Background: an optimization exercise with open tools, aiming at small area, a short achievable clock period and few clock cycles per item. Do not read the settings as production practice. In this exercise RTL edits were held to simulation tests only and were not proved equivalent to the original. Power and IR drop assume default switching activity.

==> flow/run.sh <==
#!/bin/bash
# The standard layout (standard.sh: ORFS from synthesis to finish with the
# unchanged scripts, config.mk and SDC), with a larger setup slack margin for
# ORFS's timing repair so that it also works on paths that already meet 11 ns.
set -euo pipefail
bash standard.sh SETUP_SLACK_MARGIN=7.5 finish > flow_make.log 2>&1
==> standard.sh <==
#!/bin/bash
# synth_recipe.tcl (not shown) runs the flow's synth.tcl, then flattens the netlist and writes it again
# the make line also repeats each setting of config.mk as NAME=value (left out here)
make -C /OpenROAD-flow-scripts/flow DESIGN_CONFIG=/design/flow/config.mk WORK_HOME=/design/flow/orfs CLKGATE_MAP_FILE= SYNTH_SCRIPT=/design/flow/synth_recipe.tcl "${@:-finish}"
==> config.mk <==
export PLATFORM = sky130hd
export DESIGN_NAME = row_mean_std_dev
export DESIGN_NICKNAME = row_mean_std_dev
export VERILOG_FILES = /design/flow/design.v
export SDC_FILE = /design/flow/constraint.sdc
export NUM_CORES = 4
export LEC_CHECK = 0
export CAP_MARGIN = 20
export CORE_MARGIN = 2
export CORE_UTILIZATION = 40
export PLACE_DENSITY = 0.6
export SLEW_MARGIN = 20
==> constraint.sdc <==
create_clock -name core_clock -period 11.0 [get_ports {clk}]
set_input_delay 2.2000 -clock core_clock [delete_from_list [all_inputs] [get_ports {clk}]]
set_output_delay 2.2000 -clock core_clock [all_outputs]
set_load 0.01 [all_outputs]
==> design.v <==
`default_nettype none
module rmsd_sqacc (
  input  wire logic [15:0] x,
  input  wire logic [43:0] qs,
  input  wire logic [43:0] qc,
  output logic [43:0] ns,
  output logic [43:0] nc
);
  logic hs1, hc2, hs3, hc4, fs5, fc6, hs7, hc8, fs9, fc10, fs11, fc12;
  logic hs13, hc14, hs15, hc16, fs17, fc18, hs19, hc20, fs21, fc22, hs23, hc24;
  logic fs25, fc26, fs27, fc28, hs29, hc30, fs31, fc32, fs33, fc34, hs35, hc36;
  logic fs37, fc38, fs39, fc40, fs41, fc42, fs43, fc44, fs45, fc46, fs47, fc48;
  logic fs49, fc50, fs51, fc52, fs53, fc54, fs55, fc56, fs57, fc58, fs59, fc60;
  logic fs61, fc62, fs63, fc64, fs65, fc66, fs67, fc68, fs69, fc70, fs71, fc72;
  logic fs73, fc74, fs75, fc76, fs77, fc78, fs79, fc80, fs81, fc82, fs83, fc84;
  logic fs85, fc86, fs87, fc88, fs89, fc90, hs91, hc92, hs93, hc94, fs95, fc96;
  logic hs97, hc98, fs99, fc100, hs101, hc102, fs103, fc104, fs105, fc106, fs107, fc108;
  logic fs109, fc110, fs111, fc112, fs113, fc114, fs115, fc116, fs117, fc118, fs119, fc120;
  logic fs121, fc122, fs123, fc124, fs125, fc126, fs127, fc128, fs129, fc130, fs131, fc132;
  logic fs133, fc134, fs135, fc136, fs137, fc138, fs139, fc140, fs141, fc142, fs143, fc144;
  logic fs145, fc146, fs147, fc148, fs149, fc150, fs151, fc152, fs153, fc154, fs155, fc156;
  logic fs157, fc158, fs159, fc160, fs161, fc162, fs163, fc164, fs165, fc166, fs167, fc168;
  logic fs169, fc170, fs171, fc172, fs173, fc174, fs175, fc176, fs177, fc178, fs179, fc180;
  logic fs181, fc182, hs183, hc184, hs185, hc186, fs187, fc188, fs189, fc190, fs191, fc192;
  logic fs193, fc194, fs195, fc196, fs197, fc198, fs199, fc200, fs201, fc202, fs203, fc204;
  logic fs205, fc206, fs207, fc208, fs209, fc210, fs211, fc212, fs213, fc214, fs215, fc216;
  logic fs217, fc218, fs219, fc220, fs221, fc222, fs223, fc224, fs225, fc226, fs227, fc228;
  logic fs229, fc230, fs231, fc232, fs233, fc234, fs235, fc236, fs237, fc238, fs239, fc240;
  logic hs241, hc242, hs243, hc244, fs245, fc246, fs247, fc248, fs249, fc250, fs251, fc252;
  logic fs253, fc254, fs255, fc256, fs257, fc258, fs259, fc260, fs261, fc262, fs263, fc264;
  logic fs265, fc266, fs267, fc268, fs269, fc270, fs271, fc272, fs273, fc274, fs275, fc276;
  logic fs277, fc278, fs279, fc280, fs281, fc282, fs283, fc284, fs285, fc286, fs287, fc288;
  logic fs289, fc290, fs291, fc292, fs293, fc294, fs295, fc296, fs297, fc298, fs299, fc300;
  logic fs301, fc302, fs303, fc304, hs305, hc306, hs307, hc308, hs309, hc310, hs311, hc312;
  logic hs313, hc314, hs315, hc316, hs317, hc318, hs319, hc320, hs321, hc322, hs323, hc324;
  logic hs325, hc326, hs327, hc328;
  assign hs1 = (x[0] & x[13]) ^ (x[1] & x[12]);
  assign hc2 = (x[0] & x[13]) & (x[1] & x[12]);
  assign hs3 = (x[0] & x[14]) ^ (x[1] & x[13]);
  assign hc4 = (x[0] & x[14]) & (x[1] & x[13]);
  assign fs5 = (x[0] & x[15]) ^ (x[1] & x[14]) ^ (x[2] & x[13]);
  assign fc6 = ((x[0] & x[15]) & (x[1] & x[14])) | ((x[0] & x[15]) & (x[2] & x[13])) | ((x[1] & x[14]) & (x[2] & x[13]));
  assign hs7 = (x[3] & x[12]) ^ (x[4] & x[11]);
  assign hc8 = (x[3] & x[12]) & (x[4] & x[11]);
  assign fs9 = (x[1] & x[15]) ^ (x[2] & x[14]) ^ (x[3] & x[13]);
  assign fc10 = ((x[1] & x[15]) & (x[2] & x[14])) | ((x[1] & x[15]) & (x[3] & x[13])) | ((x[2] & x[14]) & (x[3] & x[13]));
  assign fs11 = (x[2] & x[15]) ^ (x[3] & x[14]) ^ (x[4] & x[13]);
  assign fc12 = ((x[2] & x[15]) & (x[3] & x[14])) | ((x[2] & x[15]) & (x[4] & x[13])) | ((x[3] & x[14]) & (x[4] & x[13]));
  assign hs13 = (x[0] & x[7]) ^ (x[1] & x[6]);
  assign hc14 = (x[0] & x[7]) & (x[1] & x[6]);
  assign hs15 = (x[0] & x[8]) ^ (x[1] & x[7]);
  assign hc16 = (x[0] & x[8]) & (x[1] & x[7]);
  assign fs17 = (x[0] & x[9]) ^ (x[1] & x[8]) ^ (x[2] & x[7]);
  assign fc18 = ((x[0] & x[9]) & (x[1] & x[8])) | ((x[0] & x[9]) & (x[2] & x[7])) | ((x[1] & x[8]) & (x[2] & x[7]));
  assign hs19 = (x[3] & x[6]) ^ (x[4] & x[5]);
  assign hc20 = (x[3] & x[6]) & (x[4] & x[5]);
  assign fs21 = (x[0] & x[10]) ^ (x[1] & x[9]) ^ (x[2] & x[8]);
  assign fc22 = ((x[0] & x[10]) & (x[1] & x[9])) | ((x[0] & x[10]) & (x[2] & x[8])) | ((x[1] & x[9]) & (x[2] & x[8]));
  assign hs23 = (x[3] & x[7]) ^ (x[4] & x[6]);
  assign hc24 = (x[3] & x[7]) & (x[4] & x[6]);
  assign fs25 = (x[0] & x[11]) ^ (x[1] & x[10]) ^ (x[2] & x[9]);
  assign fc26 = ((x[0] & x[11]) & (x[1] & x[10])) | ((x[0] & x[11]) & (x[2] & x[9])) | ((x[1] & x[10]) & (x[2] & x[9]));
  assign fs27 = (x[3] & x[8]) ^ (x[4] & x[7]) ^ (x[5] & x[6]);
  assign fc28 = ((x[3] & x[8]) & (x[4] & x[7])) | ((x[3] & x[8]) & (x[5] & x[6])) | ((x[4] & x[7]) & (x[5] & x[6]));
  assign hs29 = x[6] ^ qs[12];
  assign hc30 = x[6] & qs[12];
  assign fs31 = (x[0] & x[12]) ^ (x[1] & x[11]) ^ (x[2] & x[10]);
  assign fc32 = ((x[0] & x[12]) & (x[1] & x[11])) | ((x[0] & x[12]) & (x[2] & x[10])) | ((x[1] & x[11]) & (x[2] & x[10]));
  assign fs33 = (x[3] & x[9]) ^ (x[4] & x[8]) ^ (x[5] & x[7]);
  assign fc34 = ((x[3] & x[9]) & (x[4] & x[8])) | ((x[3] & x[9]) & (x[5] & x[7])) | ((x[4] & x[8]) & (x[5] & x[7]));
  assign hs35 = qs[13] ^ qc[13];
  assign hc36 = qs[13] & qc[13];
  assign fs37 = hs1 ^ (x[2] & x[11]) ^ (x[3] & x[10]);
  assign fc38 = (hs1 & (x[2] & x[11])) | (hs1 & (x[3] & x[10])) | ((x[2] & x[11]) & (x[3] & x[10]));
  assign fs39 = (x[4] & x[9]) ^ (x[5] & x[8]) ^ (x[6] & x[7]);
  assign fc40 = ((x[4] & x[9]) & (x[5] & x[8])) | ((x[4] & x[9]) & (x[6] & x[7])) | ((x[5] & x[8]) & (x[6] & x[7]));
  assign fs41 = x[7] ^ qs[14] ^ qc[14];
  assign fc42 = (x[7] & qs[14]) | (x[7] & qc[14]) | (qs[14] & qc[14]);
  assign fs43 = hc2 ^ hs3 ^ (x[2] & x[12]);
  assign fc44 = (hc2 & hs3) | (hc2 & (x[2] & x[12])) | (hs3 & (x[2] & x[12]));
  assign fs45 = (x[3] & x[11]) ^ (x[4] & x[10]) ^ (x[5] & x[9]);
  assign fc46 = ((x[3] & x[11]) & (x[4] & x[10])) | ((x[3] & x[11]) & (x[5] & x[9])) | ((x[4] & x[10]) & (x[5] & x[9]));
  assign fs47 = (x[6] & x[8]) ^ qs[15] ^ qc[15];
  assign fc48 = ((x[6] & x[8]) & qs[15]) | ((x[6] & x[8]) & qc[15]) | (qs[15] & qc[15]);
  assign fs49 = hc4 ^ fs5 ^ hs7;
  assign fc50 = (hc4 & fs5) | (hc4 & hs7) | (fs5 & hs7);
  assign fs51 = (x[5] & x[10]) ^ (x[6] & x[9]) ^ (x[7] & x[8]);
  assign fc52 = ((x[5] & x[10]) & (x[6] & x[9])) | ((x[5] & x[10]) & (x[7] & x[8])) | ((x[6] & x[9]) & (x[7] & x[8]));
  assign fs53 = x[8] ^ qs[16] ^ qc[16];
  assign fc54 = (x[8] & qs[16]) | (x[8] & qc[16]) | (qs[16] & qc[16]);
  assign fs55 = fc6 ^ hc8 ^ fs9;
  assign fc56 = (fc6 & hc8) | (fc6 & fs9) | (hc8 & fs9);
  assign fs57 = (x[4] & x[12]) ^ (x[5] & x[11]) ^ (x[6] & x[10]);
  assign fc58 = ((x[4] & x[12]) & (x[5] & x[11])) | ((x[4] & x[12]) & (x[6] & x[10])) | ((x[5] & x[11]) & (x[6] & x[10]));
  assign fs59 = (x[7] & x[9]) ^ qs[17] ^ qc[17];
  assign fc60 = ((x[7] & x[9]) & qs[17]) | ((x[7] & x[9]) & qc[17]) | (qs[17] & qc[17]);
  assign fs61 = fc10 ^ fs11 ^ (x[5] & x[12]);
  assign fc62 = (fc10 & fs11) | (fc10 & (x[5] & x[12])) | (fs11 & (x[5] & x[12]));
  assign fs63 = (x[6] & x[11]) ^ (x[7] & x[10]) ^ (x[8] & x[9]);
  assign fc64 = ((x[6] & x[11]) & (x[7] & x[10])) | ((x[6] & x[11]) & (x[8] & x[9])) | ((x[7] & x[10]) & (x[8] & x[9]));
  assign fs65 = x[9] ^ qs[18] ^ qc[18];
  assign fc66 = (x[9] & qs[18]) | (x[9] & qc[18]) | (qs[18] & qc[18]);
  assign fs67 = fc12 ^ (x[3] & x[15]) ^ (x[4] & x[14]);
  assign fc68 = (fc12 & (x[3] & x[15])) | (fc12 & (x[4] & x[14])) | ((x[3] & x[15]) & (x[4] & x[14]));
  assign fs69 = (x[5] & x[13]) ^ (x[6] & x[12]) ^ (x[7] & x[11]);
  assign fc70 = ((x[5] & x[13]) & (x[6] & x[12])) | ((x[5] & x[13]) & (x[7] & x[11])) | ((x[6] & x[12]) & (x[7] & x[11]));
  assign fs71 = (x[8] & x[10]) ^ qs[19] ^ qc[19];
  assign fc72 = ((x[8] & x[10]) & qs[19]) | ((x[8] & x[10]) & qc[19]) | (qs[19] & qc[19]);
  assign fs73 = (x[4] & x[15]) ^ (x[5] & x[14]) ^ (x[6] & x[13]);
  assign fc74 = ((x[4] & x[15]) & (x[5] & x[14])) | ((x[4] & x[15]) & (x[6] & x[13])) | ((x[5] & x[14]) & (x[6] & x[13]));
  assign fs75 = (x[7] & x[12]) ^ (x[8] & x[11]) ^ (x[9] & x[10]);
  assign fc76 = ((x[7] & x[12]) & (x[8] & x[11])) | ((x[7] & x[12]) & (x[9] & x[10])) | ((x[8] & x[11]) & (x[9] & x[10]));
  assign fs77 = x[10] ^ qs[20] ^ qc[20];
  assign fc78 = (x[10] & qs[20]) | (x[10] & qc[20]) | (qs[20] & qc[20]);
  assign fs79 = (x[5] & x[15]) ^ (x[6] & x[14]) ^ (x[7] & x[13]);
  assign fc80 = ((x[5] & x[15]) & (x[6] & x[14])) | ((x[5] & x[15]) & (x[7] & x[13])) | ((x[6] & x[14]) & (x[7] & x[13]));
  assign fs81 = (x[8] & x[12]) ^ (x[9] & x[11]) ^ qs[21];
  assign fc82 = ((x[8] & x[12]) & (x[9] & x[11])) | ((x[8] & x[12]) & qs[21]) | ((x[9] & x[11]) & qs[21]);
  assign fs83 = (x[6] & x[15]) ^ (x[7] & x[14]) ^ (x[8] & x[13]);
  assign fc84 = ((x[6] & x[15]) & (x[7] & x[14])) | ((x[6] & x[15]) & (x[8] & x[13])) | ((x[7] & x[14]) & (x[8] & x[13]));
  assign fs85 = (x[9] & x[12]) ^ (x[10] & x[11]) ^ x[11];
  assign fc86 = ((x[9] & x[12]) & (x[10] & x[11])) | ((x[9] & x[12]) & x[11]) | ((x[10] & x[11]) & x[11]);
  assign fs87 = (x[7] & x[15]) ^ (x[8] & x[14]) ^ (x[9] & x[13]);
  assign fc88 = ((x[7] & x[15]) & (x[8] & x[14])) | ((x[7] & x[15]) & (x[9] & x[13])) | ((x[8] & x[14]) & (x[9] & x[13]));
  assign fs89 = (x[8] & x[15]) ^ (x[9] & x[14]) ^ (x[10] & x[13]);
  assign fc90 = ((x[8] & x[15]) & (x[9] & x[14])) | ((x[8] & x[15]) & (x[10] & x[13])) | ((x[9] & x[14]) & (x[10] & x[13]));
  assign hs91 = (x[0] & x[3]) ^ (x[1] & x[2]);
  assign hc92 = (x[0] & x[3]) & (x[1] & x[2]);
  assign hs93 = (x[0] & x[4]) ^ (x[1] & x[3]);
  assign hc94 = (x[0] & x[4]) & (x[1] & x[3]);
  assign fs95 = (x[0] & x[5]) ^ (x[1] & x[4]) ^ (x[2] & x[3]);
  assign fc96 = ((x[0] & x[5]) & (x[1] & x[4])) | ((x[0] & x[5]) & (x[2] & x[3])) | ((x[1] & x[4]) & (x[2] & x[3]));
  assign hs97 = x[3] ^ qs[6];
  assign hc98 = x[3] & qs[6];
  assign fs99 = (x[0] & x[6]) ^ (x[1] & x[5]) ^ (x[2] & x[4]);
  assign fc100 = ((x[0] & x[6]) & (x[1] & x[5])) | ((x[0] & x[6]) & (x[2] & x[4])) | ((x[1] & x[5]) & (x[2] & x[4]));
  assign hs101 = qs[7] ^ qc[7];
  assign hc102 = qs[7] & qc[7];
  assign fs103 = hs13 ^ (x[2] & x[5]) ^ (x[3] & x[4]);
  assign fc104 = (hs13 & (x[2] & x[5])) | (hs13 & (x[3] & x[4])) | ((x[2] & x[5]) & (x[3] & x[4]));
  assign fs105 = x[4] ^ qs[8] ^ qc[8];
  assign fc106 = (x[4] & qs[8]) | (x[4] & qc[8]) | (qs[8] & qc[8]);
  assign fs107 = hc14 ^ hs15 ^ (x[2] & x[6]);
  assign fc108 = (hc14 & hs15) | (hc14 & (x[2] & x[6])) | (hs15 & (x[2] & x[6]));
  assign fs109 = (x[3] & x[5]) ^ qs[9] ^ qc[9];
  assign fc110 = ((x[3] & x[5]) & qs[9]) | ((x[3] & x[5]) & qc[9]) | (qs[9] & qc[9]);
  assign fs111 = hc16 ^ fs17 ^ hs19;
  assign fc112 = (hc16 & fs17) | (hc16 & hs19) | (fs17 & hs19);
  assign fs113 = x[5] ^ qs[10] ^ qc[10];
  assign fc114 = (x[5] & qs[10]) | (x[5] & qc[10]) | (qs[10] & qc[10]);
  assign fs115 = fc18 ^ hc20 ^ fs21;
  assign fc116 = (fc18 & hc20) | (fc18 & fs21) | (hc20 & fs21);
  assign fs117 = hs23 ^ qs[11] ^ qc[11];
  assign fc118 = (hs23 & qs[11]) | (hs23 & qc[11]) | (qs[11] & qc[11]);
  assign fs119 = fc22 ^ hc24 ^ fs25;
  assign fc120 = (fc22 & hc24) | (fc22 & fs25) | (hc24 & fs25);
  assign fs121 = fs27 ^ hs29 ^ qc[12];
  assign fc122 = (fs27 & hs29) | (fs27 & qc[12]) | (hs29 & qc[12]);
  assign fs123 = fc26 ^ fc28 ^ hc30;
  assign fc124 = (fc26 & fc28) | (fc26 & hc30) | (fc28 & hc30);
  assign fs125 = fs31 ^ fs33 ^ hs35;
  assign fc126 = (fs31 & fs33) | (fs31 & hs35) | (fs33 & hs35);
  assign fs127 = fc32 ^ fc34 ^ hc36;
  assign fc128 = (fc32 & fc34) | (fc32 & hc36) | (fc34 & hc36);
  assign fs129 = fs37 ^ fs39 ^ fs41;
  assign fc130 = (fs37 & fs39) | (fs37 & fs41) | (fs39 & fs41);
  assign fs131 = fc38 ^ fc40 ^ fc42;
  assign fc132 = (fc38 & fc40) | (fc38 & fc42) | (fc40 & fc42);
  assign fs133 = fs43 ^ fs45 ^ fs47;
  assign fc134 = (fs43 & fs45) | (fs43 & fs47) | (fs45 & fs47);
  assign fs135 = fc44 ^ fc46 ^ fc48;
  assign fc136 = (fc44 & fc46) | (fc44 & fc48) | (fc46 & fc48);
  assign fs137 = fs49 ^ fs51 ^ fs53;
  assign fc138 = (fs49 & fs51) | (fs49 & fs53) | (fs51 & fs53);
  assign fs139 = fc50 ^ fc52 ^ fc54;
  assign fc140 = (fc50 & fc52) | (fc50 & fc54) | (fc52 & fc54);
  assign fs141 = fs55 ^ fs57 ^ fs59;
  assign fc142 = (fs55 & fs57) | (fs55 & fs59) | (fs57 & fs59);
  assign fs143 = fc56 ^ fc58 ^ fc60;
  assign fc144 = (fc56 & fc58) | (fc56 & fc60) | (fc58 & fc60);
  assign fs145 = fs61 ^ fs63 ^ fs65;
  assign fc146 = (fs61 & fs63) | (fs61 & fs65) | (fs63 & fs65);
  assign fs147 = fc62 ^ fc64 ^ fc66;
  assign fc148 = (fc62 & fc64) | (fc62 & fc66) | (fc64 & fc66);
  assign fs149 = fs67 ^ fs69 ^ fs71;
  assign fc150 = (fs67 & fs69) | (fs67 & fs71) | (fs69 & fs71);
  assign fs151 = fc68 ^ fc70 ^ fc72;
  assign fc152 = (fc68 & fc70) | (fc68 & fc72) | (fc70 & fc72);
  assign fs153 = fs73 ^ fs75 ^ fs77;
  assign fc154 = (fs73 & fs75) | (fs73 & fs77) | (fs75 & fs77);
  assign fs155 = fc74 ^ fc76 ^ fc78;
  assign fc156 = (fc74 & fc76) | (fc74 & fc78) | (fc76 & fc78);
  assign fs157 = fs79 ^ fs81 ^ qc[21];
  assign fc158 = (fs79 & fs81) | (fs79 & qc[21]) | (fs81 & qc[21]);
  assign fs159 = fc80 ^ fc82 ^ fs83;
  assign fc160 = (fc80 & fc82) | (fc80 & fs83) | (fc82 & fs83);
  assign fs161 = fs85 ^ qs[22] ^ qc[22];
  assign fc162 = (fs85 & qs[22]) | (fs85 & qc[22]) | (qs[22] & qc[22]);
  assign fs163 = fc84 ^ fc86 ^ fs87;
  assign fc164 = (fc84 & fc86) | (fc84 & fs87) | (fc86 & fs87);
  assign fs165 = (x[10] & x[12]) ^ qs[23] ^ qc[23];
  assign fc166 = ((x[10] & x[12]) & qs[23]) | ((x[10] & x[12]) & qc[23]) | (qs[23] & qc[23]);
  assign fs167 = fc88 ^ fs89 ^ (x[11] & x[12]);
  assign fc168 = (fc88 & fs89) | (fc88 & (x[11] & x[12])) | (fs89 & (x[11] & x[12]));
  assign fs169 = x[12] ^ qs[24] ^ qc[24];
  assign fc170 = (x[12] & qs[24]) | (x[12] & qc[24]) | (qs[24] & qc[24]);
  assign fs171 = fc90 ^ (x[9] & x[15]) ^ (x[10] & x[14]);
  assign fc172 = (fc90 & (x[9] & x[15])) | (fc90 & (x[10] & x[14])) | ((x[9] & x[15]) & (x[10] & x[14]));
  assign fs173 = (x[11] & x[13]) ^ qs[25] ^ qc[25];
  assign fc174 = ((x[11] & x[13]) & qs[25]) | ((x[11] & x[13]) & qc[25]) | (qs[25] & qc[25]);
  assign fs175 = (x[10] & x[15]) ^ (x[11] & x[14]) ^ (x[12] & x[13]);
  assign fc176 = ((x[10] & x[15]) & (x[11] & x[14])) | ((x[10] & x[15]) & (x[12] & x[13])) | ((x[11] & x[14]) & (x[12] & x[13]));
  assign fs177 = x[13] ^ qs[26] ^ qc[26];
  assign fc178 = (x[13] & qs[26]) | (x[13] & qc[26]) | (qs[26] & qc[26]);
  assign fs179 = (x[11] & x[15]) ^ (x[12] & x[14]) ^ qs[27];
  assign fc180 = ((x[11] & x[15]) & (x[12] & x[14])) | ((x[11] & x[15]) & qs[27]) | ((x[12] & x[14]) & qs[27]);
  assign fs181 = (x[12] & x[15]) ^ (x[13] & x[14]) ^ x[14];
  assign fc182 = ((x[12] & x[15]) & (x[13] & x[14])) | ((x[12] & x[15]) & x[14]) | ((x[13] & x[14]) & x[14]);
  assign hs183 = (x[0] & x[1]) ^ x[1];
  assign hc184 = (x[0] & x[1]) & x[1];
  assign hs185 = (x[0] & x[2]) ^ qs[3];
  assign hc186 = (x[0] & x[2]) & qs[3];
  assign fs187 = hs91 ^ x[2] ^ qs[4];
  assign fc188 = (hs91 & x[2]) | (hs91 & qs[4]) | (x[2] & qs[4]);
  assign fs189 = hc92 ^ hs93 ^ qs[5];
  assign fc190 = (hc92 & hs93) | (hc92 & qs[5]) | (hs93 & qs[5]);
  assign fs191 = hc94 ^ fs95 ^ hs97;
  assign fc192 = (hc94 & fs95) | (hc94 & hs97) | (fs95 & hs97);
  assign fs193 = fc96 ^ hc98 ^ fs99;
  assign fc194 = (fc96 & hc98) | (fc96 & fs99) | (hc98 & fs99);
  assign fs195 = fc100 ^ hc102 ^ fs103;
  assign fc196 = (fc100 & hc102) | (fc100 & fs103) | (hc102 & fs103);
  assign fs197 = fc104 ^ fc106 ^ fs107;
  assign fc198 = (fc104 & fc106) | (fc104 & fs107) | (fc106 & fs107);
  assign fs199 = fc108 ^ fc110 ^ fs111;
  assign fc200 = (fc108 & fc110) | (fc108 & fs111) | (fc110 & fs111);
  assign fs201 = fc112 ^ fc114 ^ fs115;
  assign fc202 = (fc112 & fc114) | (fc112 & fs115) | (fc114 & fs115);
  assign fs203 = fc116 ^ fc118 ^ fs119;
  assign fc204 = (fc116 & fc118) | (fc116 & fs119) | (fc118 & fs119);
  assign fs205 = fc120 ^ fc122 ^ fs123;
  assign fc206 = (fc120 & fc122) | (fc120 & fs123) | (fc122 & fs123);
  assign fs207 = fc124 ^ fc126 ^ fs127;
  assign fc208 = (fc124 & fc126) | (fc124 & fs127) | (fc126 & fs127);
  assign fs209 = fc128 ^ fc130 ^ fs131;
  assign fc210 = (fc128 & fc130) | (fc128 & fs131) | (fc130 & fs131);
  assign fs211 = fc132 ^ fc134 ^ fs135;
  assign fc212 = (fc132 & fc134) | (fc132 & fs135) | (fc134 & fs135);
  assign fs213 = fc136 ^ fc138 ^ fs139;
  assign fc214 = (fc136 & fc138) | (fc136 & fs139) | (fc138 & fs139);
  assign fs215 = fc140 ^ fc142 ^ fs143;
  assign fc216 = (fc140 & fc142) | (fc140 & fs143) | (fc142 & fs143);
  assign fs217 = fc144 ^ fc146 ^ fs147;
  assign fc218 = (fc144 & fc146) | (fc144 & fs147) | (fc146 & fs147);
  assign fs219 = fc148 ^ fc150 ^ fs151;
  assign fc220 = (fc148 & fc150) | (fc148 & fs151) | (fc150 & fs151);
  assign fs221 = fc152 ^ fc154 ^ fs155;
  assign fc222 = (fc152 & fc154) | (fc152 & fs155) | (fc154 & fs155);
  assign fs223 = fc156 ^ fc158 ^ fs159;
  assign fc224 = (fc156 & fc158) | (fc156 & fs159) | (fc158 & fs159);
  assign fs225 = fc160 ^ fc162 ^ fs163;
  assign fc226 = (fc160 & fc162) | (fc160 & fs163) | (fc162 & fs163);
  assign fs227 = fc164 ^ fc166 ^ fs167;
  assign fc228 = (fc164 & fc166) | (fc164 & fs167) | (fc166 & fs167);
  assign fs229 = fc168 ^ fc170 ^ fs171;
  assign fc230 = (fc168 & fc170) | (fc168 & fs171) | (fc170 & fs171);
  assign fs231 = fc172 ^ fc174 ^ fs175;
  assign fc232 = (fc172 & fc174) | (fc172 & fs175) | (fc174 & fs175);
  assign fs233 = fc176 ^ fc178 ^ fs179;
  assign fc234 = (fc176 & fc178) | (fc176 & fs179) | (fc178 & fs179);
  assign fs235 = fc180 ^ fs181 ^ qs[28];
  assign fc236 = (fc180 & fs181) | (fc180 & qs[28]) | (fs181 & qs[28]);
  assign fs237 = fc182 ^ (x[13] & x[15]) ^ qs[29];
  assign fc238 = (fc182 & (x[13] & x[15])) | (fc182 & qs[29]) | ((x[13] & x[15]) & qs[29]);
  assign fs239 = (x[14] & x[15]) ^ x[15] ^ qs[30];
  assign fc240 = ((x[14] & x[15]) & x[15]) | ((x[14] & x[15]) & qs[30]) | (x[15] & qs[30]);
  assign hs241 = x[0] ^ qs[0];
  assign hc242 = x[0] & qs[0];
  assign hs243 = qs[1] ^ qc[1];
  assign hc244 = qs[1] & qc[1];
  assign fs245 = hs183 ^ qs[2] ^ qc[2];
  assign fc246 = (hs183 & qs[2]) | (hs183 & qc[2]) | (qs[2] & qc[2]);
  assign fs247 = hc184 ^ hs185 ^ qc[3];
  assign fc248 = (hc184 & hs185) | (hc184 & qc[3]) | (hs185 & qc[3]);
  assign fs249 = hc186 ^ fs187 ^ qc[4];
  assign fc250 = (hc186 & fs187) | (hc186 & qc[4]) | (fs187 & qc[4]);
  assign fs251 = fc188 ^ fs189 ^ qc[5];
  assign fc252 = (fc188 & fs189) | (fc188 & qc[5]) | (fs189 & qc[5]);
  assign fs253 = fc190 ^ fs191 ^ qc[6];
  assign fc254 = (fc190 & fs191) | (fc190 & qc[6]) | (fs191 & qc[6]);
  assign fs255 = fc192 ^ fs193 ^ hs101;
  assign fc256 = (fc192 & fs193) | (fc192 & hs101) | (fs193 & hs101);
  assign fs257 = fc194 ^ fs195 ^ fs105;
  assign fc258 = (fc194 & fs195) | (fc194 & fs105) | (fs195 & fs105);
  assign fs259 = fc196 ^ fs197 ^ fs109;
  assign fc260 = (fc196 & fs197) | (fc196 & fs109) | (fs197 & fs109);
  assign fs261 = fc198 ^ fs199 ^ fs113;
  assign fc262 = (fc198 & fs199) | (fc198 & fs113) | (fs199 & fs113);
  assign fs263 = fc200 ^ fs201 ^ fs117;
  assign fc264 = (fc200 & fs201) | (fc200 & fs117) | (fs201 & fs117);
  assign fs265 = fc202 ^ fs203 ^ fs121;
  assign fc266 = (fc202 & fs203) | (fc202 & fs121) | (fs203 & fs121);
  assign fs267 = fc204 ^ fs205 ^ fs125;
  assign fc268 = (fc204 & fs205) | (fc204 & fs125) | (fs205 & fs125);
  assign fs269 = fc206 ^ fs207 ^ fs129;
  assign fc270 = (fc206 & fs207) | (fc206 & fs129) | (fs207 & fs129);
  assign fs271 = fc208 ^ fs209 ^ fs133;
  assign fc272 = (fc208 & fs209) | (fc208 & fs133) | (fs209 & fs133);
  assign fs273 = fc210 ^ fs211 ^ fs137;
  assign fc274 = (fc210 & fs211) | (fc210 & fs137) | (fs211 & fs137);
  assign fs275 = fc212 ^ fs213 ^ fs141;
  assign fc276 = (fc212 & fs213) | (fc212 & fs141) | (fs213 & fs141);
  assign fs277 = fc214 ^ fs215 ^ fs145;
  assign fc278 = (fc214 & fs215) | (fc214 & fs145) | (fs215 & fs145);
  assign fs279 = fc216 ^ fs217 ^ fs149;
  assign fc280 = (fc216 & fs217) | (fc216 & fs149) | (fs217 & fs149);
  assign fs281 = fc218 ^ fs219 ^ fs153;
  assign fc282 = (fc218 & fs219) | (fc218 & fs153) | (fs219 & fs153);
  assign fs283 = fc220 ^ fs221 ^ fs157;
  assign fc284 = (fc220 & fs221) | (fc220 & fs157) | (fs221 & fs157);
  assign fs285 = fc222 ^ fs223 ^ fs161;
  assign fc286 = (fc222 & fs223) | (fc222 & fs161) | (fs223 & fs161);
  assign fs287 = fc224 ^ fs225 ^ fs165;
  assign fc288 = (fc224 & fs225) | (fc224 & fs165) | (fs225 & fs165);
  assign fs289 = fc226 ^ fs227 ^ fs169;
  assign fc290 = (fc226 & fs227) | (fc226 & fs169) | (fs227 & fs169);
  assign fs291 = fc228 ^ fs229 ^ fs173;
  assign fc292 = (fc228 & fs229) | (fc228 & fs173) | (fs229 & fs173);
  assign fs293 = fc230 ^ fs231 ^ fs177;
  assign fc294 = (fc230 & fs231) | (fc230 & fs177) | (fs231 & fs177);
  assign fs295 = fc232 ^ fs233 ^ qc[27];
  assign fc296 = (fc232 & fs233) | (fc232 & qc[27]) | (fs233 & qc[27]);
  assign fs297 = fc234 ^ fs235 ^ qc[28];
  assign fc298 = (fc234 & fs235) | (fc234 & qc[28]) | (fs235 & qc[28]);
  assign fs299 = fc236 ^ fs237 ^ qc[29];
  assign fc300 = (fc236 & fs237) | (fc236 & qc[29]) | (fs237 & qc[29]);
  assign fs301 = fc238 ^ fs239 ^ qc[30];
  assign fc302 = (fc238 & fs239) | (fc238 & qc[30]) | (fs239 & qc[30]);
  assign fs303 = fc240 ^ qs[31] ^ qc[31];
  assign fc304 = (fc240 & qs[31]) | (fc240 & qc[31]) | (qs[31] & qc[31]);
  assign hs305 = qs[32] ^ qc[32];
  assign hc306 = qs[32] & qc[32];
  assign hs307 = qs[33] ^ qc[33];
  assign hc308 = qs[33] & qc[33];
  assign hs309 = qs[34] ^ qc[34];
  assign hc310 = qs[34] & qc[34];
  assign hs311 = qs[35] ^ qc[35];
  assign hc312 = qs[35] & qc[35];
  assign hs313 = qs[36] ^ qc[36];
  assign hc314 = qs[36] & qc[36];
  assign hs315 = qs[37] ^ qc[37];
  assign hc316 = qs[37] & qc[37];
  assign hs317 = qs[38] ^ qc[38];
  assign hc318 = qs[38] & qc[38];
  assign hs319 = qs[39] ^ qc[39];
  assign hc320 = qs[39] & qc[39];
  assign hs321 = qs[40] ^ qc[40];
  assign hc322 = qs[40] & qc[40];
  assign hs323 = qs[41] ^ qc[41];
  assign hc324 = qs[41] & qc[41];
  assign hs325 = qs[42] ^ qc[42];
  assign hc326 = qs[42] & qc[42];
  assign hs327 = qs[43] ^ qc[43];
  assign hc328 = qs[43] & qc[43];
  assign ns = {hc326, hc324, hc322, hc320, hc318, hc316, hc314, hc312, hc310, hc308, hc306, fc304, fc302, fc300, fc298, fc296, fc294, fc292, fc290, fc288, fc286, fc284, fc282, fc280, fc278, fc276, fc274, fc272, fc270, fc268, fc266, fc264, fc262, fc260, fc258, fc256, fc254, fc252, fc250, fc248, fc246, hc244, hc242, hs241};
  assign nc = {hs327, hs325, hs323, hs321, hs319, hs317, hs315, hs313, hs311, hs309, hs307, hs305, fs303, fs301, fs299, fs297, fs295, fs293, fs291, fs289, fs287, fs285, fs283, fs281, fs279, fs277, fs275, fs273, fs271, fs269, fs267, fs265, fs263, fs261, fs259, fs257, fs255, fs253, fs251, fs249, fs247, fs245, hs243, qc[0]};
endmodule
`default_nettype wire
`default_nettype none
module row_mean_std_dev (
  input  wire logic        clk,
  input  wire logic        rst_n,
  input  wire logic        cfg_valid,
  output logic             cfg_ready,
  input  wire logic [12:0] cfg_row_length,
  input  wire logic        in_valid,
  output logic             in_stall,
  input  wire logic [15:0] in_sample,
  output logic             out_valid,
  input  wire logic        out_stall,
  output logic [31:0]      out_row_mean,
  output logic [30:0]      out_row_std_dev
);
  localparam logic [1:0] A_IDLE = 2'd0, A_WAIT = 2'd1, A_RUN = 2'd2, A_DONE = 2'd3;
  localparam logic [1:0] B_IDLE = 2'd0, B_RUN = 2'd1, B_OUT = 2'd2;
  logic rst;
  logic rst_q;
  assign rst = !rst_n;
  assign cfg_ready = 1'b1;
  logic [12:0] len_r, len_nxt;    
  logic [12:0] np_r, np_nxt;      
  logic        ends_r, ends_nxt;  
  logic        stall_r, stall_nxt;
  logic [1:0]  a_st_r, a_st_nxt;
  logic [1:0]  b_st_r, b_st_nxt;
  logic [4:0]  a_k_r;
  logic [5:0]  b_k_r;
  logic        accept;
  logic        row_end;
  logic        b_take;
  logic        cs_r;              
  logic        e1_r;              
  assign in_stall = stall_r;
  assign accept   = in_valid && !stall_r;
  assign row_end  = accept && ends_r;
  assign b_take   = (a_st_r == A_DONE) &&
                    ((b_st_r == B_IDLE) || (b_st_r == B_OUT && !out_stall));
  logic [12:0] np_inc;
  logic        e_keep, e_inc, e_one;
  logic        a_free_nxt;
  assign np_inc = np_r + 13'd1;
  assign e_keep = (np_r >= len_r) || (len_r[12] && np_r[12]);
  assign e_inc  = (np_inc >= len_r) || (len_r[12] && np_inc[12]);
  assign e_one  = (len_r <= 13'd1);
  always_comb begin
    len_nxt  = cfg_valid ? cfg_row_length : len_r;
    np_nxt   = accept ? (ends_r ? 13'd1 : np_inc) : np_r;
    ends_nxt = accept ? (ends_r ? e_one : e_inc) : e_keep;
    a_st_nxt = a_st_r;
    case (a_st_r)
      A_IDLE: if (row_end) a_st_nxt = A_WAIT;
      A_WAIT: if (cs_r) a_st_nxt = A_RUN;
      A_RUN:  if (a_k_r == 5'd28) a_st_nxt = A_DONE;
      default: if (b_take) a_st_nxt = row_end ? A_WAIT : A_IDLE;
    endcase
    b_st_nxt = b_st_r;
    case (b_st_r)
      B_IDLE: if (b_take) b_st_nxt = B_RUN;
      B_RUN:  if (b_k_r == 6'd43) b_st_nxt = B_OUT;
      B_OUT:  if (!out_stall) b_st_nxt = b_take ? B_RUN : B_IDLE;
      default: b_st_nxt = B_IDLE;
    endcase
    a_free_nxt = (a_st_nxt == A_IDLE) || (a_st_nxt == A_DONE && b_st_nxt == B_IDLE);
    stall_nxt = cfg_valid || (ends_nxt && !a_free_nxt);
    if (rst_q) begin
      len_nxt   = cfg_valid ? cfg_row_length : 13'd1024;
      np_nxt    = 13'd1;
      ends_nxt  = 1'b0;
    end
    if (rst) begin
      stall_nxt = 1'b1;
      a_st_nxt  = A_IDLE;
      b_st_nxt  = B_IDLE;
    end
  end
  always_ff @(posedge clk) begin
    len_r   <= len_nxt;
    np_r    <= np_nxt;
    ends_r  <= ends_nxt;
    stall_r <= stall_nxt;
    rst_q   <= rst;
    a_st_r  <= a_st_nxt;
    b_st_r  <= b_st_nxt;
  end
  logic [15:0] x_r;       
  logic [27:0] s_acc_r;
  logic [43:0] qs_r, qc_r;   
  logic [43:0] ns, nc;
  rmsd_sqacc u_sq (
    .x  (x_r),
    .qs (cs_r ? 44'd0 : qs_r),
    .qc (cs_r ? 44'd0 : qc_r),
    .ns (ns),
    .nc (nc)
  );
  always_ff @(posedge clk) begin
    x_r     <= accept ? in_sample : 16'd0;
    s_acc_r <= (cs_r ? 28'd0 : s_acc_r) + {12'd0, x_r};
    qs_r    <= ns;
    qc_r    <= nc;
    e1_r    <= row_end;
    cs_r    <= rst_q || e1_r;
  end
  logic [12:0] a_n_r;
  logic [27:0] a_s_r;
  logic [43:0] a_q_r;
  logic [53:0] a_as_r, a_ac_r;
  logic        a_bs_r;    
  logic        a_bn_r;    
  logic [53:0] a_x1, a_x2, a_y, a_z;
  logic [53:0] a_s1, a_c1, a_c1s, a_s2, a_c2;
  logic [53:0] a_fin;
  logic [53:0] numer;
  assign a_x1  = {a_as_r[52:0], 1'b0};
  assign a_x2  = {a_ac_r[52:0], 1'b0};
  assign a_y   = a_bn_r ? {10'd0, a_q_r} : 54'd0;
  assign a_z   = a_bs_r ? ~{26'd0, a_s_r} : 54'd0;
  assign a_s1  = a_x1 ^ a_x2 ^ a_y;
  assign a_c1  = (a_x1 & a_x2) | (a_x1 & a_y) | (a_x2 & a_y);
  assign a_c1s = {a_c1[52:0], 1'b0};
  assign a_s2  = a_s1 ^ a_c1s ^ a_z;
  assign a_c2  = (a_s1 & a_c1s) | (a_s1 & a_z) | (a_c1s & a_z);
  assign a_fin = a_as_r + a_ac_r;
  assign numer = a_as_r;
  logic        f_sk;
  logic [53:0] f_nm;
  logic        f_ge;
  assign f_sk = (numer[53:38] == 16'd0);
  assign f_nm = f_sk ? {numer[37:0], 16'd0} : numer;
  assign f_ge = (f_nm[53:52] != 2'd0);
  always_ff @(posedge clk) begin
    if (a_st_r == A_IDLE || b_take) a_n_r <= np_r;
    if (a_st_r == A_WAIT) begin
      a_s_r   <= s_acc_r;
      a_q_r   <= qs_r + qc_r;
      a_as_r  <= 54'd0;
      a_ac_r  <= 54'd0;
      a_k_r   <= 5'd0;
      a_bs_r  <= s_acc_r[27];
      a_bn_r  <= 1'b0;
    end else if (a_st_r == A_RUN) begin
      if (a_k_r == 5'd28) begin
        a_as_r <= a_fin;
      end else begin
        a_as_r <= a_s2;
        a_ac_r <= {a_c2[52:0], a_bs_r};
      end
      a_k_r   <= a_k_r + 5'd1;
      a_bs_r  <= (a_k_r < 5'd27) && a_s_r[5'd26 - a_k_r];
      a_bn_r  <= (a_k_r >= 5'd14) && (a_k_r < 5'd27) && a_n_r[4'(5'd26 - a_k_r)];
    end
  end
  logic [12:0] b_n_r;
  logic [11:0] b_rm_r;    
  logic [31:0] b_mq_r;    
  logic [53:0] b_rad_r;   
  logic [43:0] b_rem_r;   
  logic [42:0] b_root_r;
  logic [11:0] b_rs_r;    
  logic [30:0] b_sq_r;    
  logic        b_sk_r;    
  logic [45:0] r_sh;
  logic [45:0] r_diff;
  logic        r_ge;
  logic [12:0] m_sh;
  logic [13:0] m_diff;
  logic        m_ge;
  logic [12:0] d_sh;
  logic [13:0] d_diff;
  logic        d_ge;
  assign r_sh    = {b_rem_r, b_rad_r[53:52]};
  assign r_diff  = r_sh - {1'b0, b_root_r, 2'b01};
  assign r_ge    = !r_diff[45];
  assign m_sh    = {b_rm_r, b_mq_r[31]};
  assign m_diff  = {1'b0, m_sh} - {1'b0, b_n_r};
  assign m_ge    = !m_diff[13];
  assign d_sh    = {b_rs_r, b_root_r[0]};
  assign d_diff  = {1'b0, d_sh} - {1'b0, b_n_r};
  assign d_ge    = !d_diff[13];
  always_ff @(posedge clk) begin
    if (b_take) begin
      b_k_r    <= f_sk ? 6'd9 : 6'd1;
      b_sk_r   <= f_sk;
      b_n_r    <= a_n_r;
      b_rm_r   <= a_s_r[27:16];
      b_mq_r   <= {a_s_r[15:0], 16'd0};
      b_rad_r  <= {f_nm[51:0], 2'b00};
      b_rem_r  <= {42'd0, f_nm[53:52] - {1'b0, f_ge}};
      b_root_r <= {42'd0, f_ge};
      b_rs_r   <= 12'd0;
    end else begin
      b_k_r    <= b_k_r + 6'd1;
      b_rad_r  <= {b_rad_r[51:0], 2'b00};
      b_rem_r  <= r_ge ? r_diff[43:0] : r_sh[43:0];
      b_root_r <= {b_root_r[41:0], r_ge};
      b_rs_r   <= d_ge ? d_diff[11:0] : d_sh[11:0];
      if (b_st_r == B_RUN) begin
        b_sq_r <= {b_sq_r[29:0], d_ge};
        if (b_k_r < (b_sk_r ? 6'd41 : 6'd33)) begin
          b_rm_r <= m_ge ? m_diff[11:0] : m_sh[11:0];
          b_mq_r <= {b_mq_r[30:0], m_ge};
        end
      end
    end
  end
  assign out_valid       = b_st_r[1];
  assign out_row_mean    = b_mq_r;
  assign out_row_std_dev = b_sq_r;
endmodule
`default_nettype wire
==> flow_metrics.tcl, run 1 <==
set metrics [dict create \
    grt_overflow_total 0 \
    root_buffer "clkbuf_16" \
    drt_pass1_iterations 6 \
    maxCapViolCount 0 \
    grt_max_degree 174 \
    r2r_start "a_as_r[0]" \
    cp.required_ns 11.51 \
    p_leak_nw 18.5 \
    crit_fanout 9 \
    ctsHtreeMaxLevel 3 \
    critPathTopFamily "compound AO/OA/AOI/OAI gates" \
    ys_ff_latch 612 \
    drt-total-wl_um 92300 \
    synth-edff-count 172 \
    ant_nets 0 \
    path_cells "clkdlybuf4s50_1 -> nor2b_4 -> buf_12 -> a2111oi_4 -> a21oi_1 -> nor2_1 -> o21ai_0 -> nor3b_2 -> o21ai_1" \
    drc 0 \
    syn_nets 4509 \
    rsz0062_at_grt "true" \
    final_util 0.461 \
    placed_cells 5193 \
    start_kind "input port" \
    synth_cells 3983 \
    ff_latch_area_mm2 0.0140 \
    yosys-top-cells-area "dfxtp_1, edfxtp_1, fa_1, ha_1, nand2_1" \
    setup_viol 0 \
    final_max_slew_viol_count 0 \
    dieWidth_um 310 \
    cp_slowest_cell "clkdlybuf4s50_1" \
    start_util 0.403 \
    synth_cell_types 82 \
    via_per_inst 5.17 \
    critical_path_class "input port to flop" \
    max_slew.worst_pin.slew_ns 1.07 \
    power.internal_mw 5.99 \
    hold_path.startpoint "b_rad_r[12]" \
    cts_hold_buf 0 \
    status "no timing/DRC/antenna violations" \
    place_congestion 0.887 \
    async_flop_share 0 \
    grt_pass1_wl_um 149000 \
    finalNetCount 4592 \
    routedLengthMet1_um 43500 \
    finalPower_mw 9.67 \
    multi_input_area_mm2 0.0222 \
    cts_tree "done" \
    fin_hold_ws_ns 0.412 \
    synth.largest_area_cell "dfxtp_1" \
    cp_slowest_stage_delay_ns 0.44 \
    powerDensity_mw_per_mm2 225 \
    areaGrowthSynthToFinish_pct 14.5 \
    met3RoutedLength_um 4320 \
    vias 27800 \
    critical_path.startpoint "in_valid" \
    layout-drive-gt1-share 0.0907 \
    synth_most_common_cell "nand2_1" \
    hold_class "flop to flop" \
    cts.reportedPaths.clkPinSlew_ns 0.06 \
    die_h_um 310 \
    core_mm2 0.0932 \
    finalCritPeriodShare 0.315 \
    layout_min_cycle_time_ns 3.46 \
    met2WireLength_um 42400 \
    max_freq_mhz 289 \
    switchingPower_mw 3.69 \
    crit_arrival_ns 3.97 \
    slew_headroom 0.287 \
    syn_area_mm2 0.0375 \
    routedWlPerCell_um 17.2 \
    setup-tns-final_ns 0 \
    grt_pass1_vias 27400 \
    topRoutingLayerUsed "met5" \
    crit_path_end_kind "flop" \
    dieArea_mm2 0.0963 \
    numCtsBuffers 72 \
    netlist.area_leader.share 0.235 \
    irDropWorstVdd_mv 0.141 \
    seq_area_frac_synth 0.372 \
    synth_flop_cell "dfxtp_1" \
    synth_warnings 1 \
    dpl.hpwl_um 65800 \
    hold_viol_final 0 \
    seqPwrFrac 0.332 \
    antenna_found_initial 1 \
    switching_share 0.381 \
    n_fill_cell 8865 \
    layout.cells.non_filler 5378 \
    pwr-share-comb 0.412 \
    synthTopCellsByCount "nand2_1, dfxtp_1, nor2_1" \
    grt_usage 0.193 \
    path_buf_inv 2 \
    ios 100 \
    pwr-share-clk 0.257 \
    clk_latency_ns 0.63 \
    finClkSkew_ns 0.0240 \
    cts_num_sinks 612 \
    drtIter0Drc 1786 \
    rows 112 \
    syn_area_per_cell_um2 9.42 \
    port_buffers 98 \
    cts_buffer_depth 3 \
]
[through the flow]
stage	cell area [µm²]	setup WS, ns
3_5_place_dp	39700	6.10
3_3_place_gp	39700	6.11
4_1_cts	42700	7.50
6_report	43000	7.54
2_1_floorplan	37500	7.51
5_1_grt	43000	7.48
[cell usage in the layout, fill, tap and decap left out, types with 17 or more instances in the layout]
cell type,netlist,layout
nand2_1,507,506
dfxtp_1,440,410
inv_1,302,300
nor2_1,303,300
a21oi_1,277,271
ha_1,252,244
fa_1,240,240
edfxtp_1,172,172
and2_1,162,162
o21ai_0,157,151
xnor2_1,120,119
nor2b_1,113,112
clkbuf_16,0,76
a21o_1,71,71
nand3_1,68,68
xor2_1,66,65
buf_4,2,62
nor3_1,49,48
a31oi_1,47,44
a211oi_1,39,37
a311oi_1,38,37
buf_2,4,35
o21a_1,33,33
clkdlybuf4s50_1,0,33
nand4_1,31,31
mux2i_1,29,29
nand2b_1,25,24
and3_1,22,22
dfxtp_2,0,22
or3_1,19,19
o21bai_1,19,19
clkbuf_1,146,18
o211ai_1,17,17
[state kept, by name (all words and copies together), names as in the netlist, 12 cells and up]
register / flops
a_ac_r: 54
a_as_r: 54
b_rad_r: 52
a_q_r: 44
b_rem_r: 44
qs_r: 44
b_root_r: 43
qc_r: 43
b_mq_r: 32
b_sq_r: 31
a_s_r: 28
s_acc_r: 28
x_r: 16
a_n_r: 13
b_n_r: 13
len_r: 13
np_r: 13
b_rm_r: 12
b_rs_r: 12
[area by class of cell]
| cell class | instances | area share |
|---|---|---|
| Timing Repair inverter | 1 | 0.000204 |
| Inverter | 304 | 0.0270 |
| Multi-Input combinational cell | 2902 | 0.516 |
| Timing Repair Buffer | 173 | 0.0357 |
| Antenna cell | 1 | 0.0000582 |
| Clock buffer | 109 | 0.0504 |
| Clock inverter | 22 | 0.00745 |
| Tap cell | 1254 | 0.0365 |
| Sequential cell | 612 | 0.326 |
[routing by layer]
metal / track usage / up-vias
li1: - / 13800
met1: 0.266 / 13400
met2: 0.318 / 545
met3: 0.0274 / 118
met4: 0.0490 / 2
met5: 0 / -
[worst register-to-register path, delay by kind of cell (launching register included)]
family / cells / cell delay (ns)
buffers and inverters: 1 / 0.05
flip-flops: 1 / 0.40
adder cells (fa/ha/maj): 2 / 0.55
AO/OA/AOI/OAI: 6 / 1.44
AND/OR/NAND/NOR: 4 / 0.79
[worst paths after layout]
kind                       to  slack (ns)  cells after the start
hold / removal    b_rad_r[14]        0.41                      2
setup reg to reg   a_as_r[52]        7.60                     13
setup / recovery      stall_r        7.54                      9
hold reg to reg   b_rad_r[14]        0.41                      2
[power groups by stage]
stage	Combinational, mW	Sequential [mW]	Clock, mW
global route	4.54	3.27	2.63
CTS	3.93	3.20	2.55
floorplan	3.13	3.04	0
finish	3.98	3.21	2.48
global placement	3.81	3.25	0
detailed placement	3.85	3.24	0
[timing repair]
item | in CTS | in global routing
buffers inserted | 30 | 17
pin swaps | 7 | 16
setup endpoints to repair | 281 | 137
resized for setup | 263 | 91
cloned | 4 | 2
[cells by family after synthesis]
| group | synth area share |
|---|---|
| adders and majority gates | 0.212 |
| buffers and inverters | 0.0475 |
| other | 0.0000999 |
| muxes | 0.0149 |
| xor gates and xnor gates | 0.0434 |
| and+or+nand+nor | 0.168 |
| DFF | 0.372 |
| AOI/OAI and AO/OA | 0.142 |
Testbench counts, summed over its fixed seeds: cycles 72,899, rows 640.
==> inputs of run 2 (changes only) <==
--- a/design.v
+++ b/design.v
@@ -476,20 +476,39 @@
   logic [43:0] a_q_r;
-  logic [53:0] a_as_r, a_ac_r;
+  logic [53:0] a_v_r;
+  logic [1:0]  a_p_r [1:6];
   logic        a_bs_r;    
   logic        a_bn_r;    
-  logic [53:0] a_x1, a_x2, a_y, a_z;
-  logic [53:0] a_s1, a_c1, a_c1s, a_s2, a_c2;
+  logic [55:0] a_y, a_z, a_x;
+  logic [55:0] a_v2;      
+  logic [1:0]  a_p2 [1:7];
+  logic [53:0] a_pv;      
   logic [53:0] a_fin;
   logic [53:0] numer;
-  assign a_x1  = {a_as_r[52:0], 1'b0};
-  assign a_x2  = {a_ac_r[52:0], 1'b0};
-  assign a_y   = a_bn_r ? {10'd0, a_q_r} : 54'd0;
-  assign a_z   = a_bs_r ? ~{26'd0, a_s_r} : 54'd0;
-  assign a_s1  = a_x1 ^ a_x2 ^ a_y;
-  assign a_c1  = (a_x1 & a_x2) | (a_x1 & a_y) | (a_x2 & a_y);
-  assign a_c1s = {a_c1[52:0], 1'b0};
-  assign a_s2  = a_s1 ^ a_c1s ^ a_z;
-  assign a_c2  = (a_s1 & a_c1s) | (a_s1 & a_z) | (a_c1s & a_z);
-  assign a_fin = a_as_r + a_ac_r;
-  assign numer = a_as_r;
+  assign a_y = a_bn_r ? {12'd0, a_q_r} : 56'd0;
+  assign a_z = a_bs_r ? {2'b00, ~{26'd0, a_s_r}} : 56'd0;
+  assign a_x = {2'b00, a_v_r[52:0], a_bs_r};
+  for (genvar j = 0; j < 7; j++) begin : g_blk
+    logic [7:0] bx, by, bz, bw, s1, c1, c1s, s2, c2;
+    logic [9:0] t;
+    assign bx  = a_x[8*j +: 8];
+    assign by  = a_y[8*j +: 8];
+    assign bz  = a_z[8*j +: 8];
+    if (j == 0) begin : g_w0
+      assign bw = 8'd0;
+    end else begin : g_w
+      assign bw = {5'd0, a_p_r[j], 1'b0};
+    end
+    assign s1  = bx ^ by ^ bz;
+    assign c1  = (bx & by) | (bx & bz) | (by & bz);
+    assign c1s = {c1[6:0], 1'b0};
+    assign s2  = s1 ^ c1s ^ bw;
+    assign c2  = (s1 & c1s) | (s1 & bw) | (c1s & bw);
+    assign t   = {2'b00, s2} + {1'b0, c2, 1'b0} + {1'b0, c1[7], 8'd0};
+    assign a_v2[8*j +: 8] = t[7:0];
+    assign a_p2[j+1]      = t[9:8];
+  end
+  assign a_pv  = {4'd0, a_p_r[6], 6'd0, a_p_r[5], 6'd0, a_p_r[4], 6'd0,
+                  a_p_r[3], 6'd0, a_p_r[2], 6'd0, a_p_r[1], 8'd0};
+  assign a_fin = a_v_r + a_pv;
+  assign numer = a_v_r;
   logic        f_sk;
@@ -505,4 +524,4 @@
       a_q_r   <= qs_r + qc_r;
-      a_as_r  <= 54'd0;
-      a_ac_r  <= 54'd0;
+      a_v_r   <= 54'd0;
+      for (int j = 1; j < 7; j++) a_p_r[j] <= 2'd0;
       a_k_r   <= 5'd0;
@@ -512,6 +531,7 @@
       if (a_k_r == 5'd28) begin
-        a_as_r <= a_fin;
+        a_v_r <= a_fin;
+        for (int j = 1; j < 7; j++) a_p_r[j] <= 2'd0;
       end else begin
-        a_as_r <= a_s2;
-        a_ac_r <= {a_c2[52:0], a_bs_r};
+        a_v_r <= a_v2[53:0];
+        for (int j = 1; j < 7; j++) a_p_r[j] <= a_p2[j];
       end
==> run 2 against run 1 <==
Synthesized cell count is 5.3% lower. Largest cell class unchanged. First-iteration DRC count is 5.5% lower. Sequential power is 7.8% lower. Routed wire length is 7.0% lower. Global-route usage is 0.47 points lower. Sequential share of layout area is 0.64 points lower.
==> flow_metrics.tcl, run 2 <==
set metrics [dict create \
    hold_viol_final 0 \
    hold_class "flop to flop" \
    synth_flop_cell "dfxtp_1" \
    grt_pass1_wl_um 139000 \
    final_util 0.465 \
    yosys-top-cells-area "dfxtp_1, edfxtp_1, fa_1, ha_1, nand2_1" \
    largest_reg_flops 54 \
    critical_path.startpoint "b_mq_r[22]" \
    start_kind "flop" \
    rsz0062_at_grt "true" \
    layout_common_cells "dfxtp_1, nand2_1, inv_1" \
    synthTopCellsByCount "dfxtp_1, nand2_1, inv_1" \
    dpl.hpwl_um 59500 \
    slew_headroom 0.293 \
    grt_usage 0.188 \
    final_max_slew_viol_count 0 \
    critPathTopFamily "flip-flops" \
    ant_nets 0 \
    cp_slowest_cell "edfxtp_1" \
    n_fill_cell 8438 \
    cts.reportedPaths.clkPinSlew_ns 0.06 \
    clk_latency_ns 0.62 \
    crit_fanout 2 \
    finalInstanceArea_mm2 0.0412 \
    layout_min_cycle_time_ns 3.47 \
    synth_cell_types 75 \
    place_congestion 0.836 \
    maxCapViolCount 0 \
    via_per_inst 5.14 \
    max_slew.worst_pin.slew_ns 1.06 \
    cts_buffer_depth 3 \
    areaGrowthSynthToFinish_pct 14.9 \
    finalCritPeriodShare 0.316 \
    syn_area_per_cell_um2 9.50 \
    placed_cells 4896 \
    crit_arrival_ns 1.27 \
    layout-drive-gt1-share 0.0973 \
    synth-edff-count 172 \
    final_common_cell "dfxtp_1" \
    cp_slowest_stage_delay_ns 0.40 \
    core_mm2 0.0885 \
    reg_top3 "a_v_r: 54 flops, b_rad_r: 52 flops" \
    netlist.area_leader.share 0.222 \
    vias 26100 \
    synth_warnings 3 \
    finClkSkew_ns 0.0252 \
    die_h_um 303 \
    grt_pass1_vias 25800 \
    rows 109 \
    placement.cell_area_mm2 0.0380 \
    setup-tns-final_ns 0 \
    drc 0 \
    seq_area_frac_synth 0.367 \
    numCtsBuffers 68 \
    status "no timing/DRC/antenna violations" \
    antenna_cells 0 \
    syn_nets 4304 \
    syn_area_mm2 0.0358 \
    grt_max_degree 102 \
    async_flop_share 0 \
    drt_pass1_iterations 5 \
    ios 100 \
    setup_viol 0 \
    antenna_found_initial 1 \
    ys_ff_latch 570 \
    cts_num_sinks 570 \
    synth_cells 3772 \
    dp_slack_ns 6.24 \
    routedWlPerCell_um 16.9 \
    irDropWorstVdd_mv 0.232 \
    p_leak_nw 18.2 \
    dieArea_mm2 0.0920 \
    multi_input_area_mm2 0.0213 \
    start_util 0.405 \
    critical_path_class "flop to primary output" \
    synth_most_common_cell "dfxtp_1" \
    cp.required_ns 8.80 \
    finalNetCount 4394 \
    powerDensity_mw_per_mm2 222 \
    cts_hold_buf 0 \
    r2r_start "a_bs_r" \
    path_buf_inv 1 \
    crit_path_end_kind "primary output" \
    postLayoutSetupSlackWorst_ns 7.53 \
    finalPower_mw 9.15 \
    grt_overflow_total 0 \
    synth.largest_area_cell "dfxtp_1" \
    hold_path.startpoint "b_rad_r[11]" \
    drtIter0Drc 1687 \
    max_freq_mhz 288 \
    port_buffers 98 \
    fin_hold_ws_ns 0.415 \
    cts_tree "done" \
    regMostFlops "a_v_r" \
    drt-total-wl_um 85800 \
    root_buffer "clkbuf_16" \
    layout.cells.non_filler 5080 \
    path_cells "clkdlybuf4s15_2" \
    ctsHtreeMaxLevel 3 \
    dieWidth_um 303 \
    ff_latch_area_mm2 0.0132 \
]
run 2: cell type report:
class	instances	area share
tap	1165	0.0354
multi-input combinational	2710	0.517
timing repair inverter	3	0.000638
inverter	330	0.0311
clock inverter	24	0.00711
timing repair buffer	179	0.0395
clock buffer	99	0.0489
sequential	570	0.320
run 2: kinds of logic (layout without fill, tap and decap cells):
| family | Yosys count | in the layout | synth area share |
|---|---|---|---|
| DFF | 570 | 570 | 0.367 |
| adders and majority gates | 498 | 498 | 0.216 |
| xor gates and xnor gates | 170 | 170 | 0.0418 |
| other | 1 | 1 | 0.000105 |
| and+or+nand+nor | 1194 | 1194 | 0.161 |
| AOI/OAI and AO/OA | 763 | 763 | 0.135 |
| muxes | 84 | 84 | 0.0276 |
| buffers and inverters | 492 | 635 | 0.0524 |
run 2: power breakdown:
| group | total (mW) | switching, mW | internal (mW) | leakage [nW] |
|---|---|---|---|---|
| clock | 2.31 | 0.918 | 1.39 | 1.11 |
| sequential | 2.96 | 0.407 | 2.55 | 4.92 |
| combinational | 3.88 | 2.08 | 1.80 | 12.1 |
run 2: final timing paths:
check	to	slack (ns)	cells past startpoint
min	b_rad_r[13]	0.41	2
max reg2reg	a_v_r[23]	7.59	13
min reg2reg	b_rad_r[13]	0.41	2
max	out_row_mean[22]	7.53	1
run 2: layer usage:
| metal | share of wire | vias to the layer above | GRT usage |
|---|---|---|---|
| li1 | - | 13000 | - |
| met1 | 0.49 | 12600 | 0.270 |
| met2 | 0.45 | 406 | 0.301 |
| met3 | 0.036 | 121 | 0.0238 |
| met4 | 0.021 | 0 | 0.0469 |
| met5 | 0 | - | 0 |
run 2: timing repair:
| item | 4_1_cts | 5_1_grt |
|---|---|---|
| resized for setup | 217 | 91 |
| endpoints found under the setup margin | 301 | 142 |
| pin swaps | 9 | 27 |
| endpoints found under the hold margin | 0 | 0 |
| cloned | 8 | 1 |
| setup buffers | 28 | 24 |
Testbench counts of run 2, summed over its fixed seeds: cycles 72,899, rows 640.
==> inputs of run 3 (changes only) <==
--- a/flow/run.sh
+++ b/flow/run.sh
@@ -5,2 +5,2 @@
 set -euo pipefail
-bash standard.sh SETUP_SLACK_MARGIN=7.5 finish > flow_make.log 2>&1
+bash standard.sh SETUP_SLACK_MARGIN=7.6 finish > flow_make.log 2>&1
--- a/config.mk
+++ b/config.mk
@@ -10,2 +10,4 @@
 export CORE_UTILIZATION = 40
+export CTS_CLUSTER_DIAMETER = 120
+export CTS_CLUSTER_SIZE = 30
 export PLACE_DENSITY = 0.6
==> run 3 against run 2 <==
Still clean on timing, DRC and antenna. Utilization shrank 1.0 points. Synthesized cell count unchanged. Fmax is 1.2% higher. Critical path depth unchanged. Final cell count about the same.
==> flow_metrics.tcl, run 3 <==
set metrics [dict create \
    drt_pass1_iterations 5 \
    ff_latch_area_mm2 0.0132 \
    start_kind "flop" \
    finClkSkew_ns 0.0174 \
    critical_path.startpoint "b_mq_r[16]" \
    grt_max_degree 109 \
    cts_num_sinks 570 \
    synth_cells 3772 \
    clk_latency_ns 0.61 \
    setup.worst_path.end "out_row_mean[16]" \
    async_flop_share 0 \
    grt_overflow_total 0 \
    hold_class "flop to flop" \
    root_buffer "clkbuf_16" \
    cts_tree "done" \
    grt_pass1_wl_um 136000 \
    path_cells "buf_6" \
    dieWidth_um 303 \
    powerDensity_mw_per_mm2 200 \
    vias 26200 \
    ios 100 \
    irDropWorstVdd_mv 0.229 \
    slew_headroom 0.296 \
    multi_input_area_mm2 0.0215 \
    cp_slowest_stage_delay_ns 0.46 \
    ys_ff_latch 570 \
    antenna_cells 0 \
    r2r_slack_ns 7.60 \
    synth_most_common_cell "dfxtp_1" \
    start_util 0.405 \
    crit_path_end_kind "primary output" \
    cts.reportedPaths.clkPinSlew_ns 0.12 \
    place_congestion 0.835 \
    dieArea_mm2 0.0920 \
    cp.depth 1 \
    cp.required_ns 8.80 \
    synth-edff-count 172 \
    critical_path_class "flop to primary output" \
    reg_top3 "a_v_r: 54 flops, b_rad_r: 52 flops" \
    core_mm2 0.0885 \
    layout-drive-gt1-share 0.115 \
    layout_min_cycle_time_ns 3.43 \
    setup-tns-final_ns 0 \
    via_per_inst 5.17 \
    synth_warnings 3 \
    synth_flop_cell "dfxtp_1" \
    layout_common_cells "dfxtp_1, nand2_1, inv_1" \
    path_buf_inv 1 \
    maxCapViolCount 0 \
    grt_usage 0.182 \
    die_h_um 303 \
    critPathTopFamily "flip-flops" \
    drt-total-wl_um 85000 \
    drc 0 \
    cts_buffer_depth 3 \
    n_fill_cell 8451 \
    p_leak_nw 17.8 \
    hold_viol_final 0 \
    areaGrowthSynthToFinish_pct 12.4 \
    final_max_slew_viol_count 0 \
    final_common_cell "dfxtp_1" \
    port_buffers 98 \
    cts_hold_buf 0 \
    netlist.area_leader.share 0.222 \
    rsz0062_at_grt "true" \
    drtIter0Drc 1921 \
    max_slew.worst_pin.slew_ns 1.06 \
    routedWlPerCell_um 16.8 \
    grt_pass1_vias 25400 \
    dpl.hpwl_um 59100 \
    syn_area_mm2 0.0358 \
    numCtsBuffers 23 \
    crit_arrival_ns 1.23 \
    regMostFlops "a_v_r" \
    syn_nets 4304 \
    seq_area_frac_synth 0.367 \
    syn_area_per_cell_um2 9.50 \
    finalNetCount 4428 \
    hold_path_depth 2 \
    ctsHtreeMaxLevel 1 \
    largest_reg_flops 54 \
    placed_cells 4892 \
    cp_slowest_cell "edfxtp_1" \
    synthTopCellsByCount "dfxtp_1, nand2_1, inv_1" \
    r2r_start "a_bs_r" \
    finalCritPeriodShare 0.312 \
    setup_viol 0 \
    antenna_found_initial 1 \
    synth.largest_area_cell "dfxtp_1" \
    rows 109 \
    layout.cells.non_filler 5075 \
    ant_nets 0 \
    status "no timing/DRC/antenna violations" \
    rr_worst_depth 14 \
    yosys-top-cells-area "dfxtp_1, edfxtp_1, fa_1, ha_1, nand2_1" \
    crit_fanout 2 \
    reg2reg_to "a_p_r[4][0]" \
    max_freq_mhz 292 \
    synth_cell_types 75 \
]
[run 3: how the worst min path moves through the flow]
| stage | startpoint | slack [ns] | to |
|---|---|---|---|
| final | b_rad_r[3] | 0.43 | b_rad_r[5] |
| after CTS | b_rad_r[3] | 0.43 | b_rad_r[5] |
| after floorplan | b_k_r[0] | 0.39 | b_k_r[0] |
| after detailed placement | b_rad_r[13] | 0.40 | b_rad_r[15] |
| after global placement | b_rad_r[12] | 0.39 | b_rad_r[14] |
| after global routing | s_acc_r[2] | 0.44 | a_s_r[2] |
[run 3: cell families (layout without fill, tap and decap cells)]
logic type	count (synthesis)	count (layout)	share of synthesized area
muxes	84	84	0.0276
DFF	570	570	0.367
buffers and inverters	492	629	0.0524
adders and majority gates	498	498	0.216
xor gates and xnor gates	170	170	0.0418
other	1	1	0.000105
AOI/OAI and AO/OA	763	763	0.135
and+or+nand+nor	1194	1195	0.161
[run 3: timing repair]
action | in CTS | in global routing
gates resized for setup | 351 | 97
pin swaps | 18 | 72
gates cloned | 8 | 3
setup endpoints to repair | 367 | 179
buffers inserted | 88 | 44
[run 3: power by group]
group	internal [mW]	leakage [nW]	switching, mW
logic	1.88	12.5	2.16
clock network	0.405	0.316	0.683
registers	2.55	4.93	0.391
[run 3: layer usage]
metal | global-route usage | routed length [µm] | vias to the layer above
met5 | 0 | 0 | -
met4 | 0.0300 | 1370 | 0
met3 | 0.0143 | 3260 | 75
met2 | 0.299 | 38900 | 423
met1 | 0.265 | 41400 | 12700
li1 | - | - | 13000
[run 3: through the flow]
stage / setup slack [ns] / cell area [µm²] / power [mW] / hold slack, ns / util
global route: 7.43 / 40300 / 8.73 / 0.442 / 0.455
finish: 7.57 / 40300 / 8.07 / 0.426 / 0.455
CTS: 7.54 / 39500 / 7.96 / 0.428 / 0.446
floorplan: 6.97 / 36100 / 5.91 / 0.388 / -
detailed placement: 6.23 / 38000 / 6.71 / 0.398 / 0.430
global placement: 6.25 / 38000 / 6.68 / 0.395 / 0.430
[run 3: final cells by class]
cell class	count	area share
timing repair buffer	255	0.0532
clock inverter	4	0.00109
sequential	570	0.328
clock buffer	35	0.0154
timing repair inverter	5	0.00109
inverter	330	0.0318
tap	1165	0.0362
multi-input combinational	2711	0.533

==> static timing again, ports no longer ideal <==
The results above use ideal ports. As a check the final layouts listed here were re-extracted and re-timed, cells and wires unchanged. Step 1: set_driving_cell puts a clkbuf_16 on clk and a buf_2 on each other input, an assumption about the parent block. Step 2 also shifts input and output timing later by t, the mid clock arrival at the registers, as if the neighbouring blocks saw the same clock. a / b / c = no drivers / after step 1 / after step 2; a / b = the first two.
| run | t (ns) | setup slack, ns | slew at the worst register clock pin (ns) | cell pins on the clock port's net |
|---|---|---|---|---|
| run 1 | 0.683 | 7.538 / 7.482 / 6.886 | 0.06 / 0.06 | 1 |
| run 2 | 0.678 | 7.529 / 7.460 / 6.935 | 0.06 / 0.06 | 1 |
| run 3 | 0.673 | 7.571 / 7.502 / 7.119 | 0.12 / 0.12 | 1 |
After both steps setup and hold are still met in every run listed. The setup slack of run 1, which loses most, moves by -0.056 ns with the drivers and by -0.652 ns with both steps.
